Context: an optimization exercise on an open-source flow, tuned for small area and a short achievable clock period. The choices shown serve that exercise and are no tape-out recipe. In this exercise RTL edits were held to simulation tests only and were not proved equivalent to the original. Power and IR drop assume default switching activity.

### flow/config.mk
export PLATFORM = sky130hd
export DESIGN_NAME = instr_fetch_mem
export DESIGN_NICKNAME = instr_fetch_mem
export VERILOG_FILES = /design/flow/design.v
export SDC_FILE = /design/flow/constraint.sdc
export NUM_CORES = 4
export LEC_CHECK = 0
export CAP_MARGIN = 20
export CORE_MARGIN = 2
export CORE_UTILIZATION = 60
export SLEW_MARGIN = 20
export SYNTH_HIERARCHICAL = 1
export SYNTH_MINIMUM_KEEP_SIZE = 0
### flow/run.sh
#!/bin/bash
# synth_recipe.tcl (not shown) runs the flow's synth.tcl, then flattens the netlist and writes it again
# the make line also repeats each setting of config.mk as NAME=value (left out here)
make -C /OpenROAD-flow-scripts/flow DESIGN_CONFIG=/design/flow/config.mk WORK_HOME=/design/flow/orfs CLKGATE_MAP_FILE= SYNTH_SCRIPT=/design/flow/synth_recipe.tcl finish
### flow/constraint.sdc
create_clock -name core_clock -period 5.0 [get_ports {clk}]
set_input_delay 1.0000 -clock core_clock [delete_from_list [all_inputs] [get_ports {clk}]]
set_output_delay 1.0000 -clock core_clock [all_outputs]
set_load 0.01 [all_outputs]
### flow/design.v
package imem_pkg;
    localparam int FAULT_W        = 2;
    localparam int FAULT_MISALIGN = 0;
    localparam int FAULT_RANGE    = 1;
    localparam logic [31:0] NOP_INSTR = 32'h0000_0013;
endpackage
module imem_hold #(
    parameter int W = 32
) (
    input  logic [W-1:0] q,
    input  logic [W-1:0] d,
    input  logic         keep,
    input  logic         load,
    output logic [W-1:0] nxt
);
    assign nxt = (q & {W{keep}}) | (d & {W{load}});
endmodule
module imem_aoi3 (
    input  logic [2:0] a,
    input  logic [2:0] s,
    output logic       y_n
);
    assign y_n = !(|(a & s));
endmodule
module imem_aoi2 (
    input  logic [1:0] a,
    input  logic [1:0] s,
    output logic       y_n
);
    assign y_n = !(|(a & s));
endmodule
module imem_nand_tree #(
    parameter int N = 22
) (
    input  logic [N-1:0] y_n,
    output logic         y
);
    assign y = !(&y_n);
endmodule
module imem_rd_bit #(
    parameter int  DEPTH = 64,
    parameter bit  NOP_B = 1'b0
) (
    input  logic [DEPTH-1:0] col,
    input  logic [DEPTH-1:0] sel,
    input  logic             q,
    input  logic             hold,
    input  logic             nop,
    output logic             nxt
);
    localparam int NT = DEPTH + 1 + (NOP_B ? 1 : 0);
    localparam int NG = (NT + 2) / 3;
    logic [3*NG-1:0] a;
    logic [3*NG-1:0] s;
    logic [NG-1:0]   g_n;
    always_comb begin
        a = '0;
        s = '0;
        a[DEPTH-1:0] = col;
        s[DEPTH-1:0] = sel;
        a[DEPTH]     = q;
        s[DEPTH]     = hold;
        if (NOP_B) begin
            a[DEPTH+1] = 1'b1;
            s[DEPTH+1] = nop;
        end
    end
    for (genvar g = 0; g < NG; g++) begin : g_grp
        if (3 * g + 3 <= NT) begin : g_3
            imem_aoi3 u_aoi (.a(a[3*g +: 3]), .s(s[3*g +: 3]), .y_n(g_n[g]));
        end else if (3 * g + 2 == NT) begin : g_2
            imem_aoi2 u_aoi (.a(a[3*g +: 2]), .s(s[3*g +: 2]), .y_n(g_n[g]));
        end else begin : g_1
            assign g_n[g] = !(a[3*g] && s[3*g]);
        end
    end
    imem_nand_tree #(.N(NG)) u_tree (.y_n(g_n), .y(nxt));
endmodule
module instr_fetch_mem #(
    parameter int                DATA_W    = 32,
    parameter int                ADDR_W    = 32,
    parameter int                DEPTH     = 64,
    parameter logic [ADDR_W-1:0] BASE_ADDR = '0,
    parameter logic [DATA_W-1:0] NOP_INSTR = imem_pkg::NOP_INSTR,
    localparam int               IDX_W     = (DEPTH > 1) ? $clog2(DEPTH) : 1
) (
    input  logic                         clk,
    input  logic                         reset,
    input  logic                         req_valid,
    output logic                         req_ready,
    input  logic [ADDR_W-1:0]            req_addr,
    output logic                         resp_valid,
    input  logic                         resp_ready,
    output logic [DATA_W-1:0]            resp_instr,
    output logic [ADDR_W-1:0]            resp_addr,
    output logic [imem_pkg::FAULT_W-1:0] resp_fault,
    input  logic                         load_en,
    input  logic [IDX_W-1:0]             load_idx,
    input  logic [DATA_W-1:0]            load_data
);
    localparam int FAULT_W        = imem_pkg::FAULT_W;
    localparam int FAULT_MISALIGN = imem_pkg::FAULT_MISALIGN;
    localparam int FAULT_RANGE    = imem_pkg::FAULT_RANGE;
    logic [ADDR_W-1:0]  off;
    logic [ADDR_W-1:0]  idx;
    logic [FAULT_W-1:0] fault;
    logic               bad;
    logic               take;
    logic               hold;
    logic               nop;
    logic [DEPTH-1:0]   sel;
    logic [DATA_W-1:0]  mem_q [DEPTH];
    logic [DATA_W-1:0]  instr_q;
    logic [DATA_W-1:0]  instr_d;
    logic [ADDR_W-1:0]  addr_d;
    logic [FAULT_W-1:0] fault_d;
    assign req_ready = !load_en && (!resp_valid || resp_ready);
    assign off = req_addr - BASE_ADDR;
    assign idx = off >> 2;
    always_comb begin
        fault                 = '0;
        fault[FAULT_MISALIGN] = (req_addr[1:0] != 2'b00);
        fault[FAULT_RANGE]    = (req_addr < BASE_ADDR) || (idx >= ADDR_W'(DEPTH));
    end
    assign bad = |fault;
    for (genvar w = 0; w < DEPTH; w++) begin : g_word
        logic              we;
        logic              keep;
        logic [DATA_W-1:0] d;
        assign we   = load_en && (load_idx == IDX_W'(w));
        assign keep = !we;
        imem_hold #(.W(DATA_W)) u_hold (
            .q    (mem_q[w]),
            .d    (load_data),
            .keep (keep),
            .load (we),
            .nxt  (d)
        );
        always_ff @(posedge clk) begin
            mem_q[w] <= d;
        end
    end
    assign take = req_ready && !bad;
    assign nop  = req_ready && bad;
    assign hold = !req_ready;
    for (genvar w = 0; w < DEPTH; w++) begin : g_sel
        assign sel[w] = take && (idx[IDX_W-1:0] == IDX_W'(w));
    end
    for (genvar b = 0; b < DATA_W; b++) begin : g_rd
        logic [DEPTH-1:0] col;
        for (genvar w = 0; w < DEPTH; w++) begin : g_col
            assign col[w] = mem_q[w][b];
        end
        imem_rd_bit #(.DEPTH(DEPTH), .NOP_B(NOP_INSTR[b])) u_rd (
            .col  (col),
            .sel  (sel),
            .q    (instr_q[b]),
            .hold (hold),
            .nop  (nop),
            .nxt  (instr_d[b])
        );
    end
    imem_hold #(.W(ADDR_W)) u_addr_hold (
        .q    (resp_addr),
        .d    (req_addr),
        .keep (hold),
        .load (req_ready),
        .nxt  (addr_d)
    );
    imem_hold #(.W(FAULT_W)) u_fault_hold (
        .q    (resp_fault),
        .d    (fault),
        .keep (hold),
        .load (req_ready),
        .nxt  (fault_d)
    );
    always_ff @(posedge clk) begin
        instr_q    <= instr_d;
        resp_addr  <= addr_d;
        resp_fault <= fault_d;
    end
    always_ff @(posedge clk or posedge reset) begin
        if (reset) begin
            resp_valid <= 1'b0;
        end else begin
            resp_valid <= (req_valid && req_ready) || (resp_valid && !resp_ready);
        end
    end
    assign resp_instr = instr_q;
endmodule
==> results.sh <==
export IMPL_synthArstFlopShare_pct=0.04728
export IMPL_p_leak_nw=32.12
export IMPL_core_area_um2=125200
export IMPL_cts_tree="built"
export IMPL_rr_worst_depth=12
export IMPL_grt_overflow=0
export IMPL_synthToLayoutAreaGrowth_pct=12.63
export IMPL_swShare_pct=23.08
export IMPL_worstPathRequired_ns=5.67
export IMPL_worstReg2RegStart="resp_valid"
export IMPL_synth_edf_count=0
export IMPL_holdBufCountCts=0
export IMPL_numCtsBuffers=202
export IMPL_fin_hold_ws_ns=0.3049
export IMPL_regToRegEndpoint="instr_q[18]"
export IMPL_cp_start_kind="input pin"
export IMPL_yosysTopAreaCellShare_pct=56.12
export IMPL_wl_per_cell_um=38.02
export IMPL_cts_root_buf="clkbuf_16"
export IMPL_grtUsageMet2_pct=61.05
export IMPL_pwr_share_clk_pct=40.1
export IMPL_gr_max_usage_layer="met2"
export IMPL_syn_area_um2=75410
export IMPL_clock_latency_ns=0.85
export IMPL_cp_end_kind="flop"
export IMPL_drt_wl_total_um=301000
export IMPL_min_path_type="in2async"
export IMPL_slew_headroom_pct=14.35
export IMPL_final_setup_viol_count=0
export IMPL_portBuffers=142
export IMPL_ir_worst_vdd_mv=0.3833
export IMPL_syn_mean_instance_area_um2=12.90
export IMPL_drt_vias_per_instance=7.920
export IMPL_die_w_um=358.5
export IMPL_drc=0
export IMPL_power_density_nw_per_um2=464.8
export IMPL_switchingPower_w=0.009114
export IMPL_gr_usage_met1_pct=60.62
export IMPL_fin_crit_ns=4.231
export IMPL_multi_input_area_um2=29110
export IMPL_routabilityCongestion=0.9906
export IMPL_drive_above_1_share_pct=15.35
export IMPL_slew_viol_final=0
export IMPL_p_total_w=0.03948
export IMPL_tns_ns=0
export IMPL_cp_endpoint="instr_q[18]"
export IMPL_seqPwrFrac_pct=51.9
export IMPL_start_util_pct=60.21
export IMPL_cts_max_level=4
export IMPL_netlist_top_cells_area="dfxtp_1 (56%), a22o_1 (23%), a222oi_1 (9.0%), buf_6 (5.8%), a22o_2 (1.7%)"
export IMPL_rows=130
export IMPL_synthFlopType="dfxtp_1"
export IMPL_grt_pass1_wl_um=424500
export IMPL_skew_ns=0.03029
export IMPL_cts_sinks=2115
export IMPL_synth_cells=5847
export IMPL_p_comb_share_pct=8.0
export IMPL_worstPathArrival_ns=4.90
export IMPL_grt_max_degree=67
export IMPL_seq_area_um2=42350
export IMPL_path_max_fanout=39
export IMPL_period_share_pct=84.62
export IMPL_rsz0062_at_grt="false"
export IMPL_synth_seq_cells=2115
export IMPL_crit_type="in2reg"
export IMPL_grtUsageMet3_pct=16.88
export IMPL_dr_first_iter_drc_count=11960
export IMPL_cts_setup_buffers=0
export IMPL_reg2reg_slack_ns=1.12
export IMPL_grt_pass1_vias=57680
export IMPL_dieArea_um2=128500
export IMPL_worstMarginPinSlew_ns=1.285
export IMPL_finalHoldViolCount=0
export IMPL_nFillCells=9408
export IMPL_cts_buffer_depth=3
export IMPL_clock_fmax_mhz=236.3
export IMPL_fp_dieH_um=358.5
export IMPL_max_cap_viol_count=0
export IMPL_cts_resized=0
export IMPL_status="no timing/DRC/antenna violations"
export IMPL_synth_cell_type_count=34
export IMPL_internal_power_w=0.03037
export IMPL_antenna_left=0
export IMPL_seq_area_frac_synth_pct=56.15
export IMPL_nets=6170
export IMPL_synth_largest_area_cell="dfxtp_1"
export IMPL_ioPinCount=143
export IMPL_clkTransAtPathRegs_ns=0.06
export IMPL_antenna_found_initial=24
export IMPL_synth_fp_nets=5922
export IMPL_vias=62700
export IMPL_yosysWarnings=11
export IMPL_drt_pass1_iter_count=13
export IMPL_cp_startpoint="req_addr[14]"
export IMPL_grtUsageTotal_pct=45.05
export IMPL_yosysMostFrequentCell="dfxtp_1"
export IMPL_ys_top_cells_by_count="dfxtp_1 (2114), a22o_1 (1952), a222oi_1 (675), buf_6 (391), nand4_1 (163)"
export IMPL_hpwl_um=174300
power by group through the flow:
stage / clock (W) / combinational (W) / sequential (W)
after floorplan: 0 / 0.00228 / 0.0204
after global placement: 0 / 0.00299 / 0.0207
after detailed placement: 0 / 0.00311 / 0.0207
after CTS: 0.0158 / 0.00311 / 0.0204
after global routing: 0.0165 / 0.00337 / 0.0207
final: 0.0158 / 0.00316 / 0.0205
placed cells by master (no fill, tap or decap), drive strengths merged, types with 75 or more instances in the layout:
master and count:
dfxtp 2114, a22o 2082, a222oi 675, buf 360, clkbuf 315, nand4 163, clkdlybuf4s50 110, nor4 104
nand2 84, nor2 75
through the flow:
stage,utilization [%],worst slack (ns),instances,cell area (um2)
5_1_grt,67.80,0.7347,7911,84920
3_3_place_gp,62.29,0.01545,7533,78020
4_1_cts,67.79,0.8891,7908,84910
3_5_place_dp,62.34,0.06004,7540,78080
6_report,67.81,0.7689,7917,84930
2_1_floorplan,-,0.05551,5847,75410
worst max-delay path: stages:
cell	delay [ns]
clkdlybuf4s50_1	0.50
nor4_1	0.07
nand4_1	0.31
buf_12	0.31
buf_4	0.48
nor4_2	0.13
buf_12	0.20
a222oi_1	0.40
nand4_1	0.56
nor4_1	0.51
buf_4	0.18
nand4_1	0.12
per-module statistics from Yosys (local to each module, per instance), a selection:
module / cells inside / flops+latches / area [um2] / copies in the design
instr_fetch_mem: 2444 / 2115 / 44010 / 1
imem_aoi2: 1 / 0 / 12.51 / 29
imem_aoi3: 1 / 0 / 10.01 / 675
cell type report:
class | instances | share of cell area (%)
well taps | 1650 | 2.431
clock buffers | 314 | 7.179
repair buffers | 471 | 5.336
diodes | 8 | 0.02357
flip-flops and latches | 2115 | 49.86
clock inverters | 54 | 0.8559
inverters | 9 | 0.03977
multi-input cells | 3296 | 34.28
state kept, by name, indices dropped and copies added, names as in the netlist:
name and cells:
resp_fault 2, mem_q 2048, instr_q 32, resp_valid 1, resp_addr 32
routing by layer:
metal | vias up | part of all wire (%)
met3 | 878 | 15
met2 | 4961 | 40
li1 | 25510 | -
met4 | 30 | 6.6
met5 | - | 0.069
met1 | 31320 | 38
cell families after synthesis:
logic type / count (synthesis) / synth area share, %
AOI/OAI and AO/OA: 2788 / 33.86
DFF: 2115 / 56.15
and+or+nand+nor: 505 / 3.888
buffers and inverters: 436 / 6.084
other: 3 / 0.01493
how the worst min path moves through the flow:
stage,start,endpoint,slack [ns]
after global placement,mem_q[6][14],mem_q[6][14],0.46
after floorplan,mem_q[31][0],instr_q[0],0.46
after global routing,reset,resp_valid,0.30
after detailed placement,resp_addr[19],resp_addr[19],0.47
after CTS,reset,resp_valid,0.28
final,reset,resp_valid,0.30

-- separate check: timing with driven ports --
No port has a modelled driver above. Below, the same layout with a new extraction and two added sets of constraints. Step 1, drivers: a clkbuf_16 drives clk and a buf_2 each remaining input, both assumed. Step 2 moves the port delays by t, midway between the first and last clock arrival at a register: inputs arrive t later, outputs are due t later. That takes back most of the time a late clock gives input paths. Three values: ideal, step 1, step 2; two values: the first two.
t, ns: 0.917
setup slack, ns: 0.769 / 0.826 / -0.092
clock arrival spread, ns: 0.035 / 0.035
Met with ideal ports but missed after step 2: setup timing in this run. For this run, drivers alone change the setup slack by +0.057 ns; drivers and shift together by -0.861 ns.
